This design comes from an exercise in tuning for small area and a short achievable clock period on the open sky130 flow, not from production work.
Where RTL was checked, it was by simulation tests only, not by an equivalence proof against the original.
Power is estimated from default activity; no workload was simulated.

## lane 1
// alu_top
module alu_top (
    input  logic        clk,
    input  logic        rst,
    input  logic        valid_instruction,
    input  logic [5:0]  opcode,
    input  logic [31:0] operand_a,
    input  logic [31:0] operand_b,
    input  logic        use_immediate,
    input  logic [31:0] immediate_value,
    output logic        resp_valid,
    output logic [31:0] resp_result,
    output logic        resp_carry,
    output logic        resp_overflow,
    output logic        resp_zero,
    output logic        resp_negative
);
    int_alu_core u_core (
        .clk               (clk),
        .rst               (rst),
        .valid_instruction (valid_instruction),
        .opcode            (opcode),
        .operand_a         (operand_a),
        .operand_b         (operand_b),
        .use_immediate     (use_immediate),
        .immediate_value   (immediate_value),
        .resp_valid        (resp_valid),
  ...
==> flow/config.mk <==
export PLATFORM = sky130hd
export DESIGN_NAME = alu_top
export DESIGN_NICKNAME = alu_top
export VERILOG_FILES = /design/flow/design.v
export SDC_FILE = /design/flow/constraint.sdc
export NUM_CORES = 4
export LEC_CHECK = 0
export ABC_CLOCK_PERIOD_IN_PS = 2500
export CAP_MARGIN = 20
export CORE_MARGIN = 2
export CORE_UTILIZATION = 50
export CTS_BUF_LIST = sky130_fd_sc_hd__clkbuf_8
export SETUP_SLACK_MARGIN = 3.5
export SLEW_MARGIN = 20
export TNS_END_PERCENT = 0
==> flow/constraint.sdc <==
create_clock -name core_clock -period 6.0 [get_ports {clk}]
set_input_delay 1.2000 -clock core_clock [delete_from_list [all_inputs] [get_ports {clk}]]
set_output_delay 1.2000 -clock core_clock [all_outputs]
set_load 0.01 [all_outputs]
standard.sh (not shown) runs the stock make flow with config.mk's settings and CLKGATE_MAP_FILE= SYNTH_SCRIPT=/design/flow/synth_recipe.tcl, a recipe that flattens the netlist after the stock synthesis.
==> flow/flow/run.sh <==
#!/bin/bash
# Own layout flow: the standard ORFS flow (standard.sh, standard synthesis
# unchanged), with the I/O port buffers inserted as buf_1 cells instead of the
# cell buffer_ports picks by default. The resizer still upsizes them as needed.
set -euo pipefail
export BUFFER_PORTS_ARGS="-buffer_cell sky130_fd_sc_hd__buf_1"
bash standard.sh finish > flow_make.log 2>&1
Changes in lane 2 relative to lane 1:
- SETUP_SLACK_MARGIN now 3.2, was 3.5
- CORE_UTILIZATION now 40, was 50
- ABC_CLOCK_PERIOD_IN_PS no longer set, was 2500
==> flow/flow/run.sh <==
#!/bin/bash
# Own layout flow: the standard ORFS flow (standard.sh, standard synthesis
# unchanged) with two sizing changes: the I/O port buffers are inserted as
# buf_1 cells instead of the cell buffer_ports picks by default, and the
# resizer may swap cells across footprints (MATCH_CELL_FOOTPRINT=0), so those
# buffers and the logic can be upsized where timing needs it.
set -euo pipefail
export BUFFER_PORTS_ARGS="-buffer_cell sky130_fd_sc_hd__buf_1"
bash standard.sh MATCH_CELL_FOOTPRINT=0 finish > flow_make.log 2>&1
[summary]
The busiest layer in global routing comes out met1 in one run and met2 in the other, namely in lane 1 and lane 2 respectively. In the flow results for lane 2 and lane 1, the met2 layer usage reported by global route is smaller on lane 2. Changes observed in lane 2 relative to lane 1: power has increased; combinational-cell power consumption barely changed; sequential share of layout area now sits lower; clock network power consumption up 5.9%; initial antenna violation count +1. Core utilization of the finished layout (higher): lane 1. Clock insertion delay at the later pin of the skew report ends up lower on lane 2.
What lane 3 does differently from lane 2 at the input level:
- an added CTS_CLUSTER_DIAMETER of 80
- an added PLACE_DENSITY of 0.8
- an added ABC_CLOCK_PERIOD_IN_PS of 2500
- a change of SETUP_SLACK_MARGIN from 3.2 to 3.5
- a change of CORE_UTILIZATION from 40 to 50
- an added CTS_CLUSTER_SIZE of 24
--- outcome ---
- Worst voltage drop across the vdd grid sits lower in lane 3 than in lane 2.
- Lane 3 finished end to end and its layout was clean on timing, DRC and antenna.
- Looking at lane 3 and lane 2, the switching power share of the total is a wash.
- Looking at critical path depth, lane 3 sits 2 higher than lane 2 does.
### lane 3 -> lane 4
- removing CTS_CLUSTER_DIAMETER (formerly 80)
- removing PLACE_DENSITY (formerly 0.8)
- changing SETUP_SLACK_MARGIN from 3.5 to 3.12
- removing CTS_CLUSTER_SIZE (formerly 24)
- changing TNS_END_PERCENT from 0 to 100
- removing ABC_CLOCK_PERIOD_IN_PS (formerly 2500)
### Flow results
- Lane 4 closes out successfully: all stages finished, all timing, DRC and antenna checks passed.
- Sort lane 4 and lane 3 by via count asc -> top: lane 4
- From lane 4 to lane 3, post-route setup TNS did not move at all.
- Run comparison: lane 3 most used routing layer met2; lane 4 most used routing layer met1
- Startpoint of the most critical setup path: u_core.u_result_stage.resp_result[4] -> lane 4, u_core.u_operand_stage.m_q[0] -> lane 3
- Comparing lane 4 and lane 3, the higher actual slew at the worst max-slew pin is on lane 4.
- Final critical-path required period | lane 4 below lane 3
- Lane 4 has more setup slack than lane 3.

job 5837:
Starting RTL as in the previous note.
## alu_top
module alu_top (
    input  logic        clk,
    input  logic        rst,
    input  logic        valid_instruction,
    input  logic [5:0]  opcode,
    input  logic [31:0] operand_a,
    input  logic [31:0] operand_b,
    input  logic        use_immediate,
    input  logic [31:0] immediate_value,
    output logic        resp_valid,
    output logic [31:0] resp_result,
    output logic        resp_carry,
    output logic        resp_overflow,
    output logic        resp_zero,
    output logic        resp_negative
);
    int_alu_core u_core (
        .clk               (clk),
        .rst               (rst),
        .valid_instruction (valid_instruction),
        .opcode            (opcode),
        .operand_a         (operand_a),
        .operand_b         (operand_b),
        .use_immediate     (use_immediate),
        .immediate_value   (immediate_value),
        .resp_valid        (resp_valid),
        .resp_result       (resp_result),
        .resp_carry        (resp_carry),
        .resp_overflow     (resp_overflow),
        .resp_zero         (resp_zero),
  ...
clock: 6.0 ns
lec_check: 0
cap_margin: 20
core_margin: 2
core_utilization: 50
cts_buf_list: sky130_fd_sc_hd__clkbuf_8
place_density: 0.8
setup_slack_margin: 3.12
slew_margin: 20
tns_end_percent: 100
==> flow/flow/run.sh <==
#!/bin/bash
# Own layout flow: the standard ORFS flow (standard.sh, standard synthesis
# unchanged) with two sizing changes: the I/O port buffers are inserted as
# buf_1 cells instead of the cell buffer_ports picks by default, and the
# resizer may swap cells across footprints (MATCH_CELL_FOOTPRINT=0), so those
# buffers and the logic can be upsized where timing needs it.
set -euo pipefail
export BUFFER_PORTS_ARGS="-buffer_cell sky130_fd_sc_hd__buf_1"
bash standard.sh MATCH_CELL_FOOTPRINT=0 finish > flow_make.log 2>&1
Changes in job 9297 relative to job 5837:
- a deleted PLACE_DENSITY that had been 0.8
- an added GPL_ROUTABILITY_DRIVEN of 0
- a change of TNS_END_PERCENT from 100 to 0
- a change of SETUP_SLACK_MARGIN from 3.12 to 3.2
### Flow results
- Comparing job 5837 with job 9297, the worst-margin pin slew came out essentially unchanged.
- On combinational group share of total power: between job 9297 and job 5837, it ends up higher for job 9297.
- Diff job 5837 -> job 9297 | fraction of area in clock buffers and inverters | decrease of 0.30 points
- Going from job 5837 to job 9297, worst setup slack moved down; power consumption moved down; final clock period utilization by the worst path moved up.
- In job 9297, via total after detailed routing is lower than in job 5837.
### job 9297 -> job 6646
- GPL_ROUTABILITY_DRIVEN removed (was 0)
- SETUP_SLACK_MARGIN changed from 3.2 to 4.0
- ABC_CLOCK_PERIOD_IN_PS newly set to 2500
==> flow/flow/run.sh <==
#!/bin/bash
# Own layout flow: the standard ORFS flow (standard.sh, standard synthesis
# unchanged), with the I/O port buffers inserted as buf_1 cells instead of the
# cell buffer_ports picks by default. The resizer still upsizes them as needed.
set -euo pipefail
export BUFFER_PORTS_ARGS="-buffer_cell sky130_fd_sc_hd__buf_1"
bash standard.sh finish > flow_make.log 2>&1
==> run summary <==
Est. power | job 6646 vs job 9297 | job 6646 higher. Summary of job 6646 over job 9297: routed wire length went up about 1.8%; area of the multi-input gates climbed about 2%; number of nets with antenna violations after detailed routing level; critical path depth -3; maximum number of pins on one net before global-route repair rose by about 37%.
Modified inputs, job 8273 compared to job 6646
- swapping 4.0 for 3.12 in SETUP_SLACK_MARGIN
- clearing ABC_CLOCK_PERIOD_IN_PS, which used to be 2500
==> flow/flow/run.sh <==
#!/bin/bash
# Own layout flow: the standard ORFS flow (standard.sh, standard synthesis
# unchanged) with two sizing changes: the I/O port buffers are inserted as
# buf_1 cells instead of the cell buffer_ports picks by default, and the
# resizer may swap cells across footprints (MATCH_CELL_FOOTPRINT=0), so those
# buffers and the logic can be upsized where timing needs it.
set -euo pipefail
export BUFFER_PORTS_ARGS="-buffer_cell sky130_fd_sc_hd__buf_1"
bash standard.sh MATCH_CELL_FOOTPRINT=0 finish > flow_make.log 2>&1
Notes after the runs:
- In job 8273, non-clock buffer count in the final layout is lower than in job 6646.
- Multi-input gate share of total cell area: job 8273 vs job 6646 down 0.23 points
- Global routing usage on met2, job 6646 and job 8273: higher on job 6646
- Final HPWL from detailed placement on job 8273 is down relative to job 6646.
- Instance count on the critical path | job 8273 above job 6646
- Job 6646 → job 8273: final standard cell area without fillers has decreased, maximum level of the CTS H-tree level.
> inputs changed (job 8273 -> job 751)
- swapping 0 for 100 in TNS_END_PERCENT
- swapping 3.12 for 3.2 in SETUP_SLACK_MARGIN
==> run summary <==
register to register as the critical setup path kind was reported by job 8273, and register to primary output by job 751. Diff job 8273 -> job 751: cell-internal power went up; areal power density over the cells did not really move. Via count across job 8273 and job 751: no real change. Layout overhead on the synthesized area ended up 0.34 points higher on job 751 than on job 8273.
Relative to job 751, the following input files were edited for job 2327:
- TNS_END_PERCENT changed from 100 to 0
- SETUP_SLACK_MARGIN changed from 3.2 to 3.0
[summary]
On share of layout cells above drive strength 1, the higher figure sits with job 751, not job 2327. Job 2327 was carried through to the last stage, and its layout satisfied the timing, design-rule and antenna checks. Summary: with job 751 as the reference, final non-filler cell area in job 2327 moved down slightly. As far as die area goes, job 751 and job 2327 are indistinguishable; the numbers are identical. Sequential fraction of total cell area: job 751 vs job 2327, no meaningful difference. Compared with job 751, maximum operating frequency in job 2327 decreased by a few percent. Delta (job 2327 minus job 751): data arrival time at the worst-slack endpoint higher; xor and xnor area share after synthesis roughly the same; utilization lower; routed length on met3 higher. When the final numbers for job 751 and job 2327 were put side by side, the sequential cell fraction of total power turned out to be smaller in job 2327.

Setup of job 2531:
Starting RTL as in the previous note.
clock: 6.0 ns
lec_check: 0
cap_margin: 20
core_margin: 2
core_utilization: 50
cts_buf_list: sky130_fd_sc_hd__clkbuf_8
setup_slack_margin: 3.2
slew_margin: 20
tns_end_percent: 100
==> flow/flow/run.sh <==
#!/bin/bash
# Own layout flow: the standard ORFS flow (standard.sh, standard synthesis
# unchanged) with three layout changes: the I/O port buffers are inserted as
# buf_1 cells instead of the cell buffer_ports picks by default, the resizer
# may swap cells across footprints (MATCH_CELL_FOOTPRINT=0), so those buffers
# and the logic can be upsized where timing needs it, and clock tree synthesis
# clusters more flip-flops per leaf buffer.
set -euo pipefail
export BUFFER_PORTS_ARGS="-buffer_cell sky130_fd_sc_hd__buf_1"
export CTS_ARGS="-sink_clustering_enable -repair_clock_nets -sink_clustering_size 30 -sink_clustering_max_diameter 200 -sink_clustering_levels 1 -buf_list sky130_fd_sc_hd__clkbuf_8"
bash standard.sh MATCH_CELL_FOOTPRINT=0 finish > flow_make.log 2>&1
In summary, job 2531 completed successfully, with a layout that passed the timing, design-rule and antenna checks.
For job 6647, these inputs were changed with respect to job 2531:
==> flow/flow/run.sh <==
#!/bin/bash
# Own layout flow: the standard ORFS flow (standard.sh, standard synthesis
# unchanged) with two sizing changes: the I/O port buffers are inserted as
# buf_1 cells instead of the cell buffer_ports picks by default, and the
# resizer may swap cells across footprints (MATCH_CELL_FOOTPRINT=0), so those
# buffers and the logic can be upsized where timing needs it.
set -euo pipefail
export BUFFER_PORTS_ARGS="-buffer_cell sky130_fd_sc_hd__buf_1"
bash standard.sh MATCH_CELL_FOOTPRINT=0 finish > flow_make.log 2>&1
--- a/flow/config.mk
+++ b/flow/config.mk
@@ -6,9 +6,11 @@
 export NUM_CORES = 4
 export LEC_CHECK = 0
+export ABC_CLOCK_PERIOD_IN_PS = 2500
 export CAP_MARGIN = 20
 export CORE_MARGIN = 2
 export CORE_UTILIZATION = 50
 export CTS_BUF_LIST = sky130_fd_sc_hd__clkbuf_8
-export SETUP_SLACK_MARGIN = 3.2
+export PLACE_DENSITY = 0.8
+export SETUP_SLACK_MARGIN = 3.5
 export SLEW_MARGIN = 20
-export TNS_END_PERCENT = 100
+export TNS_END_PERCENT = 0
==> comparison <==
Summary of the comparison: layout overhead on the synthesized area is higher in job 6647, relative to job 2531. The higher leakage power came out of job 6647. Number of standard cells in the layout, taps in and fillers out essentially unchanged between job 6647 and job 2531. Of job 6647 and job 2531, the run reporting the lower share of cell area taken by flip-flops and latches was job 6647. Re cell count after placement: no difference whatsoever between job 6647 and job 2531. Job 6647 has less setup slack than job 2531. Comparing job 6647 and job 2531, met2 demand-to-capacity share in global routing is lower on job 2531. Critical path depth, job 6647 and job 2531: higher on job 6647. Delta (job 6647 minus job 2531): final area now sits higher; tightest hold margin now sits higher. On worst clock skew, job 6647 does better than job 2531.
#### Input delta (job 7129 over job 6647)
--- a/flow/config.mk
+++ b/flow/config.mk
@@ -11,6 +11,5 @@
 export CORE_UTILIZATION = 50
 export CTS_BUF_LIST = sky130_fd_sc_hd__clkbuf_8
-export PLACE_DENSITY = 0.8
-export SETUP_SLACK_MARGIN = 3.5
+export SETUP_SLACK_MARGIN = 3.2
 export SLEW_MARGIN = 20
 export TNS_END_PERCENT = 0
==> comparison <==
Job 7129 vs job 6647 on layout overhead on the synthesized area: job 7129 is the lower one. Job 7129 vs. job 6647: routing usage on met2 went down by 2.0 points. Summary of the comparison: global routing met3 resource utilization is lower in job 7129, relative to job 6647.
Inputs modified between job 7129 and job 8035:
--- a/flow/config.mk
+++ b/flow/config.mk
@@ -11,4 +11,5 @@
 export CORE_UTILIZATION = 50
 export CTS_BUF_LIST = sky130_fd_sc_hd__clkbuf_8
+export PLACE_DENSITY = 0.8
 export SETUP_SLACK_MARGIN = 3.2
 export SLEW_MARGIN = 20
Findings:
- A power group with the largest share of sequential cells is what job 7129 shows, while combinational logic belongs to job 8035.
- Looking at job 7129 and job 8035, the reported sequential group power is a wash.
- Per the comparison of job 8035 with job 7129, sequential-to-total area share from yosys stat did not really move, inverter count of the layout excluding clock inverters went up, shortest period the worst path allows went up, switching component of the power went down.
- Job 7129 has a higher wire length than job 8035.
- The final layout from job 8035, which completed every stage, passed the timing, design-rule and antenna checks at the end of the flow.
- Job 7129 and job 8035 ended up with nearly the same fraction of area in registers.
- Diff job 7129..job 8035 | register area | negligible
- Global-route usage: lower on job 8035
- Clock skew: job 8035 lower than job 7129
- Compared with job 7129, job 8035 shows a final standard cell area without fillers that is 0.51% higher.

the baseline:
alu_top, a different RTL version from the one above (not shown whole).
clock: 6.0 ns
lec_check: 0
abc_clock_period_in_ps: 2500
cap_margin: 20
core_margin: 2
core_utilization: 45
cts_buf_list: sky130_fd_sc_hd__clkbuf_8
setup_slack_margin: 3.5
slew_margin: 20
==> flow/flow/run.sh <==
#!/bin/bash
# Own layout flow: the standard ORFS flow (standard.sh, standard synthesis
# unchanged), with the I/O port buffers inserted as buf_1 cells instead of the
# cell buffer_ports picks by default. The resizer still upsizes them as needed.
set -euo pipefail
export BUFFER_PORTS_ARGS="-buffer_cell sky130_fd_sc_hd__buf_1"
bash standard.sh finish > flow_make.log 2>&1
Here is what was changed in the inputs of the candidate compared with the baseline.
Settings: an added TNS_END_PERCENT of 0; a change of CORE_UTILIZATION from 45 to 50.
==> comparison <==
In the candidate relative to the baseline, non-clock buffer instance count of the final layout had gone down by more than 10%. Power group with the largest share: sequential cells -> the candidate, combinational logic -> the baseline. The candidate vs the baseline, detailed router's first-iteration violation count went up by 23. Of the candidate and the baseline, the candidate shows the higher worst hold slack, with the baseline below it.

alu_top, a different RTL version from the one above (not shown whole).
Size: ~120 flip-flops, ~140 I/O pins, ~9000 um2 of cells after synthesis.
Settings: LEC_CHECK=0, ABC_CLOCK_PERIOD_IN_PS=2500, CAP_MARGIN=20, CORE_MARGIN=2, CORE_UTILIZATION=50, CTS_BUF_LIST=sky130_fd_sc_hd__clkbuf_8, SETUP_SLACK_MARGIN=3.2, SLEW_MARGIN=20, TNS_END_PERCENT=0; clock period 6.0 ns.
==> flow/flow/run.sh <==
#!/bin/bash
# Own layout flow: the standard ORFS flow (standard.sh, standard synthesis
# unchanged) with two sizing changes: the I/O port buffers are inserted as
# buf_1 cells instead of the cell buffer_ports picks by default, and the
# resizer may swap cells across footprints (MATCH_CELL_FOOTPRINT=0), so those
# buffers and the logic can be upsized where timing needs it.
set -euo pipefail
export BUFFER_PORTS_ARGS="-buffer_cell sky130_fd_sc_hd__buf_1"
bash standard.sh MATCH_CELL_FOOTPRINT=0 finish > flow_make.log 2>&1
The first run completed with no timing, DRC or antenna violations.
==> next run, changes <==
Settings changed: ABC_CLOCK_PERIOD_IN_PS 2500 to default, SETUP_SLACK_MARGIN 3.2 to 3.12, TNS_END_PERCENT 0 to 100.
=> The changed run finished clean. Cell area climbs slightly. Critical path depth drops by 4. Total power climbs slightly. Worst setup slack gets better by 0.073 ns. Clock skew barely changes. Utilization climbs by 0.80 points. First-iteration DRC count climbs by a little under a tenth. Synthesized cell count is unchanged.
No run of this note included a check of the RTL's function; only the layout flow was run.

-- re-timing with driven ports --
Ports are ideal in the flow. The routed layouts listed here were re-timed in OpenROAD.
Step 1, drivers: a clkbuf_16 drives clk and a buf_2 each remaining input, both assumed.
Step 2 times the ports against the registers' clock, not the clock port: input delays grow and output delays shrink by t, the midpoint of the rising clock arrivals with the driver on.
a / b / c = ideal / step 1 / step 2; a / b = the first two.
run | shift t [ns] | setup WS [ns] | worst slew at a driven data input, ns
lane 1 | 0.504 | 3.124 / 3.124 / 2.811 | 0.04
lane 2 | 0.486 | 3.151 / 3.151 / 2.894 | 0.05
lane 3 | 0.487 | 3.133 / 3.133 / 2.732 | 0.04
lane 4 | 0.495 | 3.199 / 3.157 / 2.824 | 0.04
job 5837 | 0.497 | 3.162 / 3.125 / 2.868 | 0.04
job 9297 | 0.504 | 3.086 / 3.086 / 2.820 | 0.04
job 6646 | 0.500 | 3.061 / 3.061 / 2.743 | 0.04
job 8273 | 0.497 | 3.136 / 3.136 / 2.823 | 0.04
job 751 | 0.500 | 3.197 / 3.153 / 2.819 | 0.04
job 2327 | 0.494 | 3.044 / 3.000 / 2.729 | 0.04
job 2531 | 0.500 | 3.197 / 3.153 / 2.819 | 0.04
job 6647 | 0.487 | 3.133 / 3.133 / 2.732 | 0.04
job 7129 | 0.503 | 3.176 / 3.134 / 2.828 | 0.04
job 8035 | 0.504 | 3.102 / 3.102 / 2.798 | 0.04
the baseline | 0.498 | 3.141 / 3.098 / 3.078 | 0.05
the candidate | 0.489 | 3.143 / 3.143 / 2.740 | 0.04
the first run of note 5 | 0.509 | 3.084 / 3.084 / 2.738 | 0.03
the second run of note 5 | 0.508 | 3.157 / 3.112 / 2.799 | 0.03
After both steps every run listed still meets setup and hold. The setup slack of the candidate, which loses most, moves by 0.000 ns with the drivers and by -0.403 ns with both steps.
